What follows belongs to an exercise in optimizing a design on an open flow for small area and a short achievable clock period; a production flow would make more cautious choices. In this exercise RTL edits were held to simulation tests only and were not proved equivalent to the original. Power is estimated from default activity; no workload was simulated.

===== run.sh =====
#!/bin/bash
# synth_recipe.tcl (not shown) runs the flow's synth.tcl, then flattens the netlist and writes it again
# the make line also repeats each setting of config.mk as NAME=value (left out here)
make -C /OpenROAD-flow-scripts/flow DESIGN_CONFIG=/design/flow/config.mk WORK_HOME=/design/flow/orfs CLKGATE_MAP_FILE= SYNTH_SCRIPT=/design/flow/synth_recipe.tcl finish

===== config.mk =====
export PLATFORM = sky130hd
export DESIGN_NAME = snoop_fifo_param
export DESIGN_NICKNAME = snoop_fifo_param
export VERILOG_FILES = /design/flow/design.v
export SDC_FILE = /design/flow/constraint.sdc
export NUM_CORES = 4
export LEC_CHECK = 0
export CAP_MARGIN = 20
export CORE_MARGIN = 2
export CORE_UTILIZATION = 68
export CTS_CLUSTER_DIAMETER = 100
export CTS_CLUSTER_SIZE = 24
export SLEW_MARGIN = 20
export SYNTH_HIERARCHICAL = 1

===== constraint.sdc =====
create_clock -name core_clock -period 140.0 [get_ports {clk}]
set_input_delay 28.0000 -clock core_clock [delete_from_list [all_inputs] [get_ports {clk}]]
set_output_delay 28.0000 -clock core_clock [all_outputs]
set_load 0.01 [all_outputs]

===== design.v =====
package snoop_fifo_pkg;
    localparam int unsigned MAX_AW = 16;
endpackage
module sf_aoi222 (input logic a0, b0, a1, b1, a2, b2, output logic y);
    assign y = ~((a0 & b0) | (a1 & b1) | (a2 & b2));
endmodule
module sf_nand4 (input logic a, b, c, d, output logic y);
    assign y = ~(a & b & c & d);
endmodule
module sf_nor2 (input logic a, b, output logic y);
    assign y = ~(a | b);
endmodule
module sf_and3 (input logic a, b, c, output logic y);
    assign y = a & b & c;
endmodule
module sf_fa (input logic a, b, c, output logic s, co);
    assign s  = a ^ b ^ c;
    assign co = (a & b) | (a & c) | (b & c);
endmodule
module sf_ha (input logic a, b, output logic s, co);
    assign s  = a ^ b;
    assign co = a & b;
endmodule
module sf_or4 (input logic a, b, c, d, output logic y);
    assign y = a | b | c | d;
endmodule
module sf_and2 (input logic a, b, output logic y);
    assign y = a & b;
endmodule
module sf_xnor2 (input logic a, b, output logic y);
    assign y = ~(a ^ b);
endmodule
module snoop_fifo_match (
    input  logic [15:0] m,
    output logic [4:0]  cnt,
    output logic        any,
    output logic [3:0]  idx
);
    logic pc_1;
    logic pc_2;
    logic pc_3;
    logic pc_4;
    logic pc_5;
    logic pc_6;
    logic pc_7;
    logic pc_8;
    logic pc_9;
    logic pc_10;
    logic pc_11;
    logic pc_12;
    logic pc_13;
    logic pc_14;
    logic pc_15;
    logic pc_16;
    logic pc_17;
    logic pc_18;
    logic pc_19;
    logic pc_20;
    logic pc_21;
    logic pc_22;
    logic pc_23;
    logic pc_24;
    logic pc_25;
    logic pc_26;
    logic pc_27;
    logic pc_28;
    logic pc_29;
    logic pc_30;
    sf_fa u_pc_1 (.a(m[0]), .b(m[1]), .c(m[2]), .s(pc_1), .co(pc_2));
    sf_fa u_pc_3 (.a(m[3]), .b(m[4]), .c(m[5]), .s(pc_3), .co(pc_4));
    sf_fa u_pc_5 (.a(m[6]), .b(m[7]), .c(m[8]), .s(pc_5), .co(pc_6));
    sf_fa u_pc_7 (.a(m[9]), .b(m[10]), .c(m[11]), .s(pc_7), .co(pc_8));
    sf_fa u_pc_9 (.a(m[12]), .b(m[13]), .c(m[14]), .s(pc_9), .co(pc_10));
    sf_fa u_pc_11 (.a(m[15]), .b(pc_1), .c(pc_3), .s(pc_11), .co(pc_12));
    sf_fa u_pc_13 (.a(pc_5), .b(pc_7), .c(pc_9), .s(pc_13), .co(pc_14));
    sf_ha u_pc_15 (.a(pc_11), .b(pc_13), .s(pc_15), .co(pc_16));
    sf_fa u_pc_17 (.a(pc_2), .b(pc_4), .c(pc_6), .s(pc_17), .co(pc_18));
    sf_fa u_pc_19 (.a(pc_8), .b(pc_10), .c(pc_12), .s(pc_19), .co(pc_20));
    sf_fa u_pc_21 (.a(pc_14), .b(pc_17), .c(pc_16), .s(pc_21), .co(pc_22));
    sf_ha u_pc_23 (.a(pc_19), .b(pc_21), .s(pc_23), .co(pc_24));
    sf_fa u_pc_25 (.a(pc_18), .b(pc_20), .c(pc_22), .s(pc_25), .co(pc_26));
    sf_ha u_pc_27 (.a(pc_24), .b(pc_25), .s(pc_27), .co(pc_28));
    sf_ha u_pc_29 (.a(pc_26), .b(pc_28), .s(pc_29), .co(pc_30));
    assign cnt = {pc_30, pc_29, pc_27, pc_23, pc_15};
    logic [15:0] any0;
    assign any0 = 16'(m);
    logic [7:0] any1;
    logic [7:0][0:0] idx1;
    logic [3:0] any2;
    logic [3:0][1:0] idx2;
    logic [1:0] any3;
    logic [1:0][2:0] idx3;
    logic [0:0] any4;
    logic [0:0][3:0] idx4;
    always_comb begin
        for (int i = 0; i < 8; i++) begin
            any1[i] = any0[2*i+1] | any0[2*i];
            idx1[i] = any0[2*i+1];
        end
        for (int i = 0; i < 4; i++) begin
            any2[i] = any1[2*i+1] | any1[2*i];
            idx2[i] = any1[2*i+1] ? {1'b1, idx1[2*i+1]} : {1'b0, idx1[2*i]};
        end
        for (int i = 0; i < 2; i++) begin
            any3[i] = any2[2*i+1] | any2[2*i];
            idx3[i] = any2[2*i+1] ? {1'b1, idx2[2*i+1]} : {1'b0, idx2[2*i]};
        end
        for (int i = 0; i < 1; i++) begin
            any4[i] = any3[2*i+1] | any3[2*i];
            idx4[i] = any3[2*i+1] ? {1'b1, idx3[2*i+1]} : {1'b0, idx3[2*i]};
        end
    end
    assign any = any4[0];
    assign idx = idx4[0];
endmodule
module snoop_fifo_param #(
    parameter int unsigned WIDTH   = 64,
    parameter int unsigned DEPTH   = 48,
    parameter int unsigned KEY_W   = 16,
    parameter int unsigned KEY_LSB = 0,
    parameter int unsigned AW      = $clog2(DEPTH)
) (
    input  logic             clk,
    input  logic             rst,
    input  logic [WIDTH-1:0] wdata,
    input  logic             wvalid,
    output logic             wready,
    output logic [WIDTH-1:0] rdata,
    output logic             rvalid,
    input  logic             rready,
    input  logic [KEY_W-1:0] sdata,
    input  logic             svalid,
    output logic             sresp_valid,
    output logic             smatch,
    output logic [AW-1:0]    sage,
    output logic [AW:0]      shits,
    output logic [AW:0]      count
);
    localparam int unsigned NG = DEPTH / 3;     
    localparam int unsigned NK = KEY_W / 4;     
    localparam int unsigned GS = 16;            
    localparam int unsigned NGR = DEPTH / GS;   
    localparam int unsigned CW = 5;             
    localparam int unsigned IW = 4;             
    logic [DEPTH-2:0][WIDTH-1:0] mem;      
    logic                        push;
    logic                        pop;
    logic [DEPTH-1:0]            sel;
    logic [DEPTH-1:0][WIDTH-1:0] src;
    logic [WIDTH-1:0]            rd_d;
    logic [WIDTH-1:0]            rd_q;
    logic [DEPTH-1:0][KEY_W-1:0] key;
    logic [DEPTH-1:0]            occ;
    logic [DEPTH-1:0]            eq;
    logic [NGR-1:0][CW-1:0]      grp_cnt, cnt_q;
    logic [NGR-1:0][IW-1:0]      grp_idx;
    logic [NGR-1:0]              grp_any;
    logic [NGR-1:0][AW-1:0]      grp_age;
    logic [AW-1:0]               age_d, age_q;
    logic [AW:0]                 count_d;
    assign push = wvalid & wready;
    assign pop  = rvalid & rready;
    always_comb begin
        case ({push, pop})
            2'b10:   count_d = count + (AW+1)'(1);
            2'b01:   count_d = count - (AW+1)'(1);
            default: count_d = count;
        endcase
    end
    always_ff @(posedge clk or posedge rst) begin
        if (rst) begin
            count  <= '0;
            wready <= 1'b1;
            rvalid <= 1'b0;
        end else begin
            count  <= count_d;
            wready <= (count_d != (AW+1)'(DEPTH));
            rvalid <= (count_d != '0);
        end
    end
    for (genvar i = 0; i < DEPTH - 1; i++) begin : g_mem
        logic shift;
        sf_and2 u_en (.a(wvalid), .b(wready), .y(shift));
        always_ff @(posedge clk) begin
            if (shift)
                mem[i] <= (i == 0) ? wdata : mem[i-1];
        end
    end
    always_comb begin
        sel[0] = (count < (AW+1)'(2));
        for (int unsigned i = 1; i < DEPTH; i++)
            sel[i] = (count == (AW+1)'(i + 1));
        for (int unsigned i = 0; i < DEPTH; i++)
            occ[i] = (count > (AW+1)'(i));
    end
    assign src[0] = wdata;
    for (genvar i = 1; i < DEPTH; i++) begin : g_src
        assign src[i] = mem[i-1];
    end
    for (genvar b = 0; b < WIDTH; b++) begin : g_rd
        logic [NG-1:0]   t;
        logic [NG/4-1:0] u;
        for (genvar j = 0; j < NG; j++) begin : g_t
            sf_aoi222 u_t (
                .a0(src[3*j][b]),   .b0(sel[3*j]),
                .a1(src[3*j+1][b]), .b1(sel[3*j+1]),
                .a2(src[3*j+2][b]), .b2(sel[3*j+2]),
                .y (t[j])
            );
        end
        for (genvar j = 0; j < NG/4; j++) begin : g_u
            sf_nand4 u_u (.a(t[4*j]), .b(t[4*j+1]), .c(t[4*j+2]), .d(t[4*j+3]), .y(u[j]));
        end
        sf_or4 u_o (.a(u[0]), .b(u[1]), .c(u[2]), .d(u[3]), .y(rd_d[b]));
    end
    always_ff @(posedge clk) begin
        if (pop || !rvalid)
            rd_q <= rd_d;
    end
    assign rdata = rd_q;
    always_comb begin
        for (int unsigned i = 0; i < DEPTH - 1; i++)
            key[i] = mem[i][KEY_LSB +: KEY_W];
        key[DEPTH-1] = rd_q[KEY_LSB +: KEY_W];
    end
    for (genvar i = 0; i < DEPTH; i++) begin : g_eq
        logic [KEY_W-1:0] x;
        logic [NK-1:0]    n;
        logic             p, q;
        for (genvar b = 0; b < KEY_W; b++) begin : g_x
            sf_xnor2 u_x (.a(key[i][b]), .b(sdata[b]), .y(x[b]));
        end
        for (genvar j = 0; j < NK; j++) begin : g_n
            sf_nand4 u_n (.a(x[4*j]), .b(x[4*j+1]), .c(x[4*j+2]), .d(x[4*j+3]), .y(n[j]));
        end
        sf_nor2 u_p (.a(n[0]), .b(n[1]), .y(p));
        sf_nor2 u_q (.a(n[2]), .b(n[3]), .y(q));
        sf_and3 u_m (.a(p), .b(q), .c(occ[i]), .y(eq[i]));
    end
    for (genvar g = 0; g < NGR; g++) begin : g_red
        snoop_fifo_match u_red (
            .m  (eq[g*GS +: GS]),
            .cnt(grp_cnt[g]),
            .any(grp_any[g]),
            .idx(grp_idx[g])
        );
        assign grp_age[g] = AW'(count - (AW+1)'(1 + g*GS) - (AW+1)'(grp_idx[g]));
    end
    always_comb begin
        age_d = '0;
        for (int g = 0; g < NGR; g++)
            if (grp_any[g])
                age_d = grp_age[g];
    end
    always_ff @(posedge clk or posedge rst) begin
        if (rst) begin
            sresp_valid <= 1'b0;
            smatch      <= 1'b0;
        end else begin
            sresp_valid <= svalid;
            smatch      <= svalid & (|grp_any);
        end
    end
    always_ff @(posedge clk) begin
        age_q <= age_d;
        cnt_q <= grp_cnt;
    end
    assign sage  = sresp_valid ? age_q : '0;
    assign shits = sresp_valid ? (AW+1)'((AW+1)'(cnt_q[0]) + (AW+1)'(cnt_q[1]) + (AW+1)'(cnt_q[2]))
                               : '0;
endmodule

==> results of run 1 <==
cell type report:
cell class	instances	area, um2	area share, %
flip-flops and latches	3104	92950	72.82
multi-input cells	2929	25010	19.59
clock buffers	165	3831	3.002
well taps	2310	2890	2.265
repair buffers	295	2582	2.023
inverters	48	180.2	0.1412
clock inverters	13	143.9	0.1127
diodes	20	50.05	0.03921
logic make-up after synthesis:
logic type                 Yosys count  synth area share (%)
and+or+nand+nor                    921                 4.546
AOI/OAI and AO/OA                 1135                 9.256
xor gates and xnor gates           779                 5.780
muxes                                4               0.03816
adders and majority gates           90                 1.221
DFF                               3104                 78.74
buffers and inverters               97                0.4166
state kept, by name, summed over array words and instances, names as in the netlist:
register	count
age_q	6
smatch	1
wready	1
mem	3008
cnt_q	15
sresp_valid	1
count	7
rd_q	64
rvalid	1
worst max-delay path, stage by stage:
cell and delay (ns):
buf_2 0.24, buf_4 0.63, xnor2_1 0.19, nand4_1 0.16
nor2_1 0.09, and3_1 0.20, or4_4 0.57, nor4b_4 0.37
o31ai_1 0.14, o311ai_0 0.13, inv_1 0.18, ha_1 0.31
ha_1 0.22, fa_1 0.41, a21o_1 0.19, a21oi_1 0.23
xnor2_1 0.16, nand2_1 0.07, o211ai_1 0.11
layout by cell type, fill, tap and decap left out, drive strengths merged, types with 10 or more instances in the layout:
| master | synthesis | final |
|---|---|---|
| edfxtp | 3072 | 3072 |
| a222oi | 1024 | 1024 |
| xnor2 | 775 | 775 |
| nand4 | 454 | 454 |
| clkbuf | 16 | 165 |
| nor2 | 165 | 165 |
| clkdlybuf4s50 | 0 | 156 |
| buf | 33 | 139 |
| or4 | 69 | 69 |
| and2 | 61 | 61 |
| inv | 48 | 58 |
| a21oi | 53 | 53 |
| and3 | 52 | 52 |
| ha | 48 | 48 |
| nand2 | 46 | 46 |
| fa | 42 | 42 |
| o21ai | 23 | 23 |
| dfxtp | 21 | 21 |
| diode | 0 | 20 |
| nor3 | 20 | 20 |
| nor2b | 13 | 13 |
| dfrtp | 10 | 10 |
per-layer routing:
layer | wire length (um) | track usage (%) | up-vias
li1 | - | - | 27850
met1 | 113600 | 49.99 | 34340
met2 | 129600 | 47.51 | 5369
met3 | 49580 | 12.61 | 347
met4 | 5772 | 6.458 | 22
met5 | 390 | 0.9725 | -
per-stage QoR:
step	setup slack, ns	instances
after detailed placement	107.34	8685
after CTS	108.15	8863
after floorplan	108.84	6130
after global routing	107.88	8875
final	108.06	8884
after global placement	107.43	8684
per-module statistics from Yosys, one instance, submodules excluded:
module	cell area, um2	copies in the design	cells	flip-flops and latches
snoop_fifo_param	95440	1	3500	3104
sf_xnor2	8.758	768	1	0
sf_fa	20.02	33	1	0
sf_nor2	3.754	96	1	0
sf_ha	12.51	12	1	0
sf_and3	6.256	48	1	0
snoop_fifo_match	191.4	3	30	0
sf_aoi222	10.01	1024	1	0
sf_nand4	6.256	448	1	0
sf_or4	7.507	64	1	0
sf_and2	6.256	47	1	0
synthesized netlist by cell type (23+ instances only):
master	n	share of area (%)
or4_1	65	0.41
fa_1	42	0.71
nand2_1	46	0.15
a21oi_1	53	0.22
edfxtp_1	3072	78
o21ai_0	23	0.098
buf_4	32	0.20
inv_1	48	0.15
and3_1	52	0.28
nand4_1	454	2.4
and2_1	61	0.32
xnor2_1	775	5.8
nor2_1	165	0.52
a222oi_1	1024	8.7
ha_1	48	0.51
where the power goes:
| group | switching [W] | internal [W] | leakage (nW) |
|---|---|---|---|
| clock | 0.000271 | 0.000197 | 1.95 |
| combinational | 0.000241 | 0.000111 | 8.60 |
| sequential | 0.0000628 | 0.00113 | 30.4 |
worst max-delay path by stage:
| stage | end | slack (ns) | cells after the start |
|---|---|---|---|
| final | age_q[5]$_DFF_P_ | 108.06 | 19 |
| after global routing | age_q[5]$_DFF_P_ | 107.88 | 19 |
| after CTS | age_q[5]$_DFF_P_ | 108.15 | 19 |
| after detailed placement | age_q[5]$_DFF_P_ | 107.34 | 19 |
| after global placement | age_q[5]$_DFF_P_ | 107.43 | 19 |
| after floorplan | cnt_q[13]$_DFF_P_ | 108.84 | 12 |
==> impl_summary.txt, run 1 <==
----------------------------------------------------
[Critical path]
  Highest fanout seen on the critical path ... 40
  CP startpoint ... sdata[15]
  Crit path kind ... primary input to flop
  Start of the worst register-to-register path ... count[4]$_DFF_PP0_
  CP Data Required Time ... roughly 140 ns
  Kind of capture point of the worst setup path ... flop
  Worst Reg-to-Reg Cells ... 14
  Register-to-register path setup slack ... around 130 ns
  Reg-to-reg endpoint ... cnt_q[13]$_DFF_P_
  Startpoint type of the worst setup path ... primary input
  Arrival time reported for the critical path endpoint ... 32.69 ns

[Clock network]
  Deepest level of the CTS H-tree ... 4
  CTS tree ... done
  Later-pin clock latency in the skew report ... between 0.8 and 0.9 ns
  CTS root buffer ... clkbuf_16
  Clk pin slew, worst setup/hold paths ... about 0.11 ns
  Maximum clock insertion buffer count ... 3
  Number of sinks driven by the clock tree ... 3,104
  Postcts setup bufs ... 0
  Hold Buf Count CTS ... 0
  Clock buffer count from CTS ... 147
  # resized after CTS ... 0

[Detailed routing]
  Average wire per standard cell ... 33.65 um
  Count of vias placed by the detailed router ... 67,930
  Number of vias per cell after detailed routing ... 7.646
  Detailed-route wire length ... 298.9 mm
  DRC errors left ... 0
  Number of nets still failing antenna checks after routing ... 0
  DR pass1 iterations ... 17
  Detailed Route Iter0 Violations ... 16,120

[Placement]
  Instance area at placement ... 123,600 um2
  Number of buffers added on ports ... 172
  Detailed placement HPWL ... between 150 and 200 mm
  Final weighted congestion in routability-driven placement ... 1.031

[Yosys]
  Main flop type after synthesis ... edfxtp_1
  Post-Synthesis Net Count ... 6,305
  Mean instance size in the synthesized netlist ... 19.26 um2
  Distinct cell type count of the synthesized netlist ... 54
  Cells after synthesis ... about 6,000
  Portion of the post-synthesis area used by sequential elements ... a little under 80%
  FF+latch count, synth ... about 3,100
  Post-synth EDFFs ... 3,072
  Post-synthesis async set-or-reset flop share ... less than 1%
  Ys Warns ... 8
  Combined area of all synthesized cells ... 118,000 um2

[Floorplan]
  Starting density of the core ... roughly 69%
  Core outline area ... between 150,000 and 200,000 um2
  Area enclosed by the die boundary ... 176,900 um2
  Die W ... around 420 um
  Height of the chip ... 420.6 um
  Placement Rows ... about 150
  Boundary pin count ... roughly 170

[Min path]
  Hold Crit Class ... flop to flop
  Worst hold start ... mem[2579]$_DFFE_PP_
  Worst Hold End ... mem[2643]$_DFFE_PP_
  Hold Path Stages ... 0

[Final layout]
  Area delta synth->final ... 8.126%
  Final core utilization ... 74.15%
  Final #Nets ... between 6,000 and 7,000
  Number of filler instances in the final layout ... a little over 10,000
  Post-route standard cell area excluding fillers ... 127,600 um2
  Share of cells above drive strength 1 ... 6.317%

[STA]
  Transition time at the pin with the least slew margin ... 1.167 ns
  Number of setup violations in the final report ... 0
  Total negative slack for setup checks ... 0 ns
  Layout Skew ... 0.03445 ns
  Fin crit period ... 31.94 ns
  RSZ-0062 raised after global routing ... no
  Max_slew headroom ... about 22%
  Fmax ... 31.31 MHz
  Final Max Slew Viols ... 0
  Part of the cycle the worst path needs ... 22.81%
  Worst hold slack ... between 0.4 and 0.5 ns
  Endpoints failing hold ... 0

[Power]
  Max IR drop VDD ... 0.01907 mV
  P_leak ... 40.95 nW
  Total power consumption of the routed design ... 0.002016 W
  Areal power density over the cells ... 15.80 nW/um2

[Global routing]
  Via count of the first global-routing pass ... 63,290
  Global-route usage over all layers ... 33.36%
  Global-route wire length before repair ... 431.9 mm
  Maximum number of pins on one net before global-route repair ... 66
  Number of antenna violations at the first check in global routing ... 35
  Grt total ovfl ... 0

[Run]
  Max-Cap Viols ... 0

[Run status]
  Run status ... timing/DRC/antenna clean

----------------------------------------------------
==> inputs of run 2 (changes only) <==
--- a/design.v
+++ b/design.v
@@ -30,4 +30,13 @@
 module sf_xnor2 (input logic a, b, output logic y);
     assign y = ~(a ^ b);
+endmodule
+module sf_xor2 (input logic a, b, output logic y);
+    assign y = a ^ b;
+endmodule
+module sf_a21o (input logic a1, a2, b1, output logic y);
+    assign y = (a1 & a2) | b1;
+endmodule
+module sf_a221o (input logic a1, a2, b1, b2, c1, output logic y);
+    assign y = (a1 & a2) | (b1 & b2) | c1;
 endmodule
 module snoop_fifo_match (
@@ -267,5 +276,25 @@
     end
     assign sage  = sresp_valid ? age_q : '0;
-    assign shits = sresp_valid ? (AW+1)'((AW+1)'(cnt_q[0]) + (AW+1)'(cnt_q[1]) + (AW+1)'(cnt_q[2]))
-                               : '0;
-endmodule
+    logic [CW-1:0] cs_s;            
+    logic [CW:1]   cs_k;            
+    logic [CW-1:1] cp_p, cp_g;      
+    logic          c3, c4, c5, p43;
+    logic [AW-1:0] sum;
+    for (genvar b = 0; b < CW; b++) begin : g_csa
+        sf_fa u_fa (.a(cnt_q[0][b]), .b(cnt_q[1][b]), .c(cnt_q[2][b]), .s(cs_s[b]), .co(cs_k[b+1]));
+    end
+    for (genvar b = 1; b < CW; b++) begin : g_pg
+        sf_ha u_pg (.a(cs_s[b]), .b(cs_k[b]), .s(cp_p[b]), .co(cp_g[b]));
+    end
+    sf_a21o  u_c3  (.a1(cp_p[2]), .a2(cp_g[1]), .b1(cp_g[2]), .y(c3));
+    sf_a21o  u_c4  (.a1(cp_p[3]), .a2(c3), .b1(cp_g[3]), .y(c4));
+    sf_and2  u_p43 (.a(cp_p[4]), .b(cp_p[3]), .y(p43));
+    sf_a221o u_c5  (.a1(cp_p[4]), .a2(cp_g[3]), .b1(p43), .b2(c3), .c1(cp_g[4]), .y(c5));
+    assign sum[0] = cs_s[0];
+    assign sum[1] = cp_p[1];
+    sf_xor2 u_s2 (.a(cp_p[2]), .b(cp_g[1]), .y(sum[2]));
+    sf_xor2 u_s3 (.a(cp_p[3]), .b(c3), .y(sum[3]));
+    sf_xor2 u_s4 (.a(cp_p[4]), .b(c4), .y(sum[4]));
+    sf_xor2 u_s5 (.a(cs_k[5]), .b(c5), .y(sum[5]));
+    assign shits = sresp_valid ? (AW+1)'(sum) : '0;
+endmodule
==> flow/run.sh (new file) <==
#!/bin/bash
# The standard layout (standard.sh: the ORFS flow and synthesis, unchanged steps),
# with two make settings that only change how hard the tools work:
#  - SETUP_SLACK_MARGIN: repair_timing keeps improving the worst paths until their slack under
#    the design's own constraints is at least this much (the SDC and clock period are
#    unchanged); TNS_END_PERCENT in config.mk keeps it to the worst few endpoints;
#  - BUFFER_PORTS_ARGS: the port buffers are buf_2 cells rather than the default delay cells.
# make's full output goes to standard.log; ORFS keeps each step's own log under orfs/logs/.
set -euo pipefail
cd "$(dirname "$0")/.."
bash standard.sh SETUP_SLACK_MARGIN=110 "BUFFER_PORTS_ARGS=-buffer_cell sky130_fd_sc_hd__buf_2" finish > standard.log 2>&1
==> standard.sh (new file) <==
#!/bin/bash
# synth_recipe.tcl (not shown) runs the flow's synth.tcl, then flattens the netlist and writes it again
# the make line also repeats each setting of config.mk as NAME=value (left out here)
make -C /OpenROAD-flow-scripts/flow DESIGN_CONFIG=/design/flow/config.mk WORK_HOME=/design/flow/orfs CLKGATE_MAP_FILE= SYNTH_SCRIPT=/design/flow/synth_recipe.tcl "${@:-finish}"
--- a/config.mk
+++ b/config.mk
@@ -8,7 +8,8 @@
 export CAP_MARGIN = 20
 export CORE_MARGIN = 2
-export CORE_UTILIZATION = 68
+export CORE_UTILIZATION = 60
 export CTS_CLUSTER_DIAMETER = 100
 export CTS_CLUSTER_SIZE = 24
 export SLEW_MARGIN = 20
 export SYNTH_HIERARCHICAL = 1
+export TNS_END_PERCENT = 5
removed: run.sh
==> impl_summary.txt, run 2 <==
----------------------------------------------------
[STA]
  Fin crit period ... between 30 and 40 ns
  Fmax ... around 32 MHz
  Transition time at the pin with the least slew margin ... 1.122 ns
  Endpoints failing hold ... 0
  Layout Skew ... roughly 0.026 ns
  Part of the cycle the worst path needs ... 22.22%
  Final Max Slew Viols ... 0
  Number of setup violations in the final report ... 0
  Total negative slack for setup checks ... 0 ns
  Max_slew headroom ... 24.80%
  Worst hold slack ... 0.4348 ns
  RSZ-0062 raised after global routing ... yes

[Yosys]
  Distinct cell type count of the synthesized netlist ... 57
  Synth top cells by count ... edfxtp_1 (3,072), a222oi_1 (1,024), xnor2_1 (777)
  Post-synth EDFFs ... 3,072
  Combined area of all synthesized cells ... approximately 120,000 um2
  Area fraction of the dominant cell type after synthesis ... 78.12%
  Synth area leaders ... edfxtp_1 (78%), a222oi_1 (8.7%), xnor2_1 (5.8%), nand4_1 (2.4%), fa_1 (0.70%)
  Post-Synthesis Net Count ... 6,310
  Post-synthesis async set-or-reset flop share ... 0.3544%
  Cells after synthesis ... 6,137
  Mean instance size in the synthesized netlist ... ~19 um2
  Main flop type after synthesis ... edfxtp_1
  Largest area contributor in the synthesized netlist ... edfxtp_1
  Ys Warns ... 8
  Count leader, synth ... edfxtp_1
  Portion of the post-synthesis area used by sequential elements ... 78.71%
  FF+latch count, synth ... 3,104

[Detailed routing]
  Detailed Route Iter0 Violations ... ~16,000
  Average wire per standard cell ... 34.28 um
  Detailed-route wire length ... 319.1 mm
  DRC errors left ... 0
  Number of nets still failing antenna checks after routing ... 0
  Number of vias per cell after detailed routing ... 7.359
  DR pass1 iterations ... 15
  Count of vias placed by the detailed router ... 68,510

[Floorplan]
  Area enclosed by the die boundary ... 200,400 um2
  Starting density of the core ... slightly above 60%
  Boundary pin count ... 173
  Placement Rows ... ~160
  Height of the chip ... 447.6 um
  Die W ... roughly 450 um
  Core outline area ... 195,200 um2

[Critical path]
  Arrival time reported for the critical path endpoint ... 31.82 ns
  Ordered cell list for the critical path ... buf_16 > buf_16 > buf_12 > buf_6 > xnor2_2 > nand4_1 > nor2_2 > and3_4 > fa_1 > fa_1 > ha_2 > fa_2 > fa_1 > ha_2 > ha_1
  Highest fanout seen on the critical path ... 15
  Crit-path leading delay family ... adder cells
  Most frequent CP cell ... fa_1
  Master of the slowest instance on the critical path ... fa_1
  CP Data Required Time ... roughly 140 ns
  Kind of capture point of the worst setup path ... flop
  CP startpoint ... sdata[8]
  Startpoint type of the worst setup path ... primary input
  Start of the worst register-to-register path ... count[5]$_DFF_PP0_
  Bufs and invs on worst path ... 4
  Slowest stage delay, CP ... ~0.5 ns
  Crit path kind ... primary input to flop

[Clock network]
  Maximum clock insertion buffer count ... 3
  Deepest level of the CTS H-tree ... 4
  Number of sinks driven by the clock tree ... a little over 3,000
  Clock buffer count from CTS ... about 150
  Clk pin slew, worst setup/hold paths ... 0.10 ns
  CTS tree ... done
  CTS root buffer ... clkbuf_16
  Later-pin clock latency in the skew report ... 0.84 ns
  Hold Buf Count CTS ... 0

[Power]
  Max IR drop VDD ... 0.01991 mV
  P_leak ... 42.06 nW
  Areal power density over the cells ... between 15 and 20 nW/um2

[Min path]
  Hold Crit Class ... flop to flop
  Worst hold start ... mem[215]$_DFFE_PP_

[Global routing]
  Global-route wire length before repair ... 448.1 mm
  Maximum number of pins on one net before global-route repair ... 66
  Grt total ovfl ... 0
  Via count of the first global-routing pass ... 63,010
  Number of antenna violations at the first check in global routing ... 27
  Global-route usage over all layers ... between 30% and 40%

[Placement]
  Detailed placement HPWL ... approximately 200 mm
  Final weighted congestion in routability-driven placement ... 0.9639
  Number of buffers added on ports ... 171

[Final layout]
  Area delta synth->final ... 9.913%
  Number of flip-flops in the largest register ... 3,008
  Leading cell type in the layout, fill and taps excluded ... edfxtp_1
  Final #Nets ... 6,816
  Number of filler instances in the final layout ... 13,130
  Largest registers ... mem: 3008 flops, rd_q: 64 flops, cnt_q: 15 flops
  Highest-count cells in the layout ignoring fill and taps ... edfxtp_1 (3,072), a222oi_1 (1,024), xnor2_1 (774), nand4_1 (452), buf_4 (188)
  Share of cells above drive strength 1 ... approximately an eighth
  Register bank with the most flops ... mem

[Run]
  Max-Cap Viols ... 0

[Run status]
  Run status ... timing/DRC/antenna clean

----------------------------------------------------
## run 2: changes by cell type in the layout (fill, tap and decap cells not counted), sizes merged, moves of 3 or more
| cell | before | now |
|---|---|---|
| a221o | 1 | 4 |
| clkdlybuf4s50 | 156 | 0 |
| buf | 139 | 397 |
| mux2i | 0 | 5 |
| o31ai | 3 | 6 |
| clkinv | 3 | 10 |
| inv | 58 | 48 |
| clkbuf | 165 | 177 |
| bufbuf | 0 | 5 |
| nor2 | 165 | 161 |
| diode | 20 | 10 |
| nand2 | 46 | 50 |
## run 2: per-module statistics from Yosys (local to each module, per instance)
module            cell area, um2  cells inside  flip-flops and latches  copies in the design
sf_xor2                    8.758             1                       0                     4
sf_aoi222                  10.01             1                       0                  1024
sf_nor2                    3.754             1                       0                    96
snoop_fifo_match           191.4            30                       0                     3
snoop_fifo_param           95270          3490                    3104                     1
sf_a221o                   10.01             1                       0                     1
sf_a21o                    7.507             1                       0                     2
sf_xnor2                   8.758             1                       0                   768
sf_and2                    6.256             1                       0                    48
sf_fa                      20.02             1                       0                    38
sf_and3                    6.256             1                       0                    48
sf_ha                      12.51             1                       0                    16
sf_nand4                   6.256             1                       0                   448
sf_or4                     7.507             1                       0                    64
## run 2: worst register-to-register path: cells and delay by family (launching register included)
family	cells	cell delay (ns)
adder cells (fa/ha/maj)	8	2.80
AO/OA/AOI/OAI	1	0.31
AND/OR/NAND/NOR	3	1.99
flip-flops	1	0.94
## run 2: worst paths after layout
path / to / slack, ns / cells after the start
max: cnt_q[13]$_DFF_P_ / 108.90 / 15
min: mem[279]$_DFFE_PP_ / 0.43 / 0
max reg2reg: cnt_q[13]$_DFF_P_ / 133.87 / 12
min reg2reg: mem[279]$_DFFE_PP_ / 0.43 / 0
max in group asynchronous: wready$_DFF_PP1_ / 112.51 / 2
min in group asynchronous: count[0]$_DFF_PP0_ / 27.16 / 2
## run 2: where the power goes
group | leakage [nW] | internal [W] | switching (W) | total [W]
clock | 2.02 | 0.000204 | 0.000277 | 0.000481
sequential | 30.4 | 0.00115 | 0.0000691 | 0.00122
combinational | 9.66 | 0.000102 | 0.000233 | 0.000335
## run 2: final cells by class
cell class	instances	area, um2	area share (%)
sequential	3104	92950	71.62
antenna	10	25.02	0.01928
clock inverter	16	216.5	0.1668
inverter	44	165.2	0.1273
timing repair buffer	413	3851	2.967
tap	2624	3283	2.530
clock buffer	166	3899	3.004
multi-input combinational	2932	25400	19.57
## run 2: cell families (layout without fill, tap and decap cells)
family	after synthesis	count (layout)	share of synthesized area [%]
flip-flops	3104	3104	78.71
AO/OA/AOI/OAI	1134	1134	9.248
AND/OR/NAND/NOR	919	919	4.540
XOR/XNOR	783	783	5.808
buffers and inverters	101	639	0.4344
adder cells (fa/ha/maj)	88	88	1.193
multiplexers	7	7	0.06146
other	1	11	0.003176
## run 2: layer usage
layer,routed length [um],GRT usage [%]
met1,132000,49.39
met2,134600,42.95
met3,46230,7.967
met4,6002,5.593
met5,202,0
## run 2: timing repair
| item | in CTS | in global routing |
|---|---|---|
| setup endpoints to repair | 29 | 28 |
| resized for setup | 114 | 96 |
| setup buffers | 17 | 66 |
| pin swaps | 9 | 35 |
| cloned | 20 | 10 |
## run 2: per-stage QoR
| stage | cell area (um2) | util (%) | setup WS, ns | instances | total power, W |
|---|---|---|---|---|---|
| final | 129800 | 66.49 | 108.90 | 9309 | 0.002040 |
| after global routing | 129800 | 66.48 | 108.93 | 9301 | 0.002103 |
| after CTS | 128700 | 65.94 | 109.01 | 9223 | 0.002033 |
| after detailed placement | 123400 | 63.21 | 107.38 | 9004 | 0.001555 |
| after global placement | 123400 | 63.21 | 107.41 | 9004 | 0.001547 |
| after floorplan | 118200 | - | 108.91 | 6137 | 0.001381 |

what the ideal ports hide:
Ports are ideal in the flow. The routed layouts listed here were re-timed in OpenROAD.
Step 1 (the two cells are an assumption about what drives the block):
set clk [get_ports {clk}]
set_driving_cell -lib_cell sky130_fd_sc_hd__clkbuf_16 $clk
set_driving_cell -lib_cell sky130_fd_sc_hd__buf_2 [delete_from_list [all_inputs] $clk]
Step 2 also shifts input and output timing later by t, the mid clock arrival at the registers, as if the neighbouring blocks saw the same clock.
Three values: ideal ports, drivers, drivers and shift; two values: the first two.
| run | t (ns) | setup slack, ns | worst setup path at the end |
|---|---|---|---|
| run 1 | 0.895 | 108.060 / 108.128 / 107.233 | input to register |
| run 2 | 0.911 | 108.898 / 108.919 / 108.007 | input to register |
After both steps setup and hold are still met in every run listed. The setup slack of run 2, which loses most, moves by +0.021 ns with the drivers and by -0.891 ns with both steps.
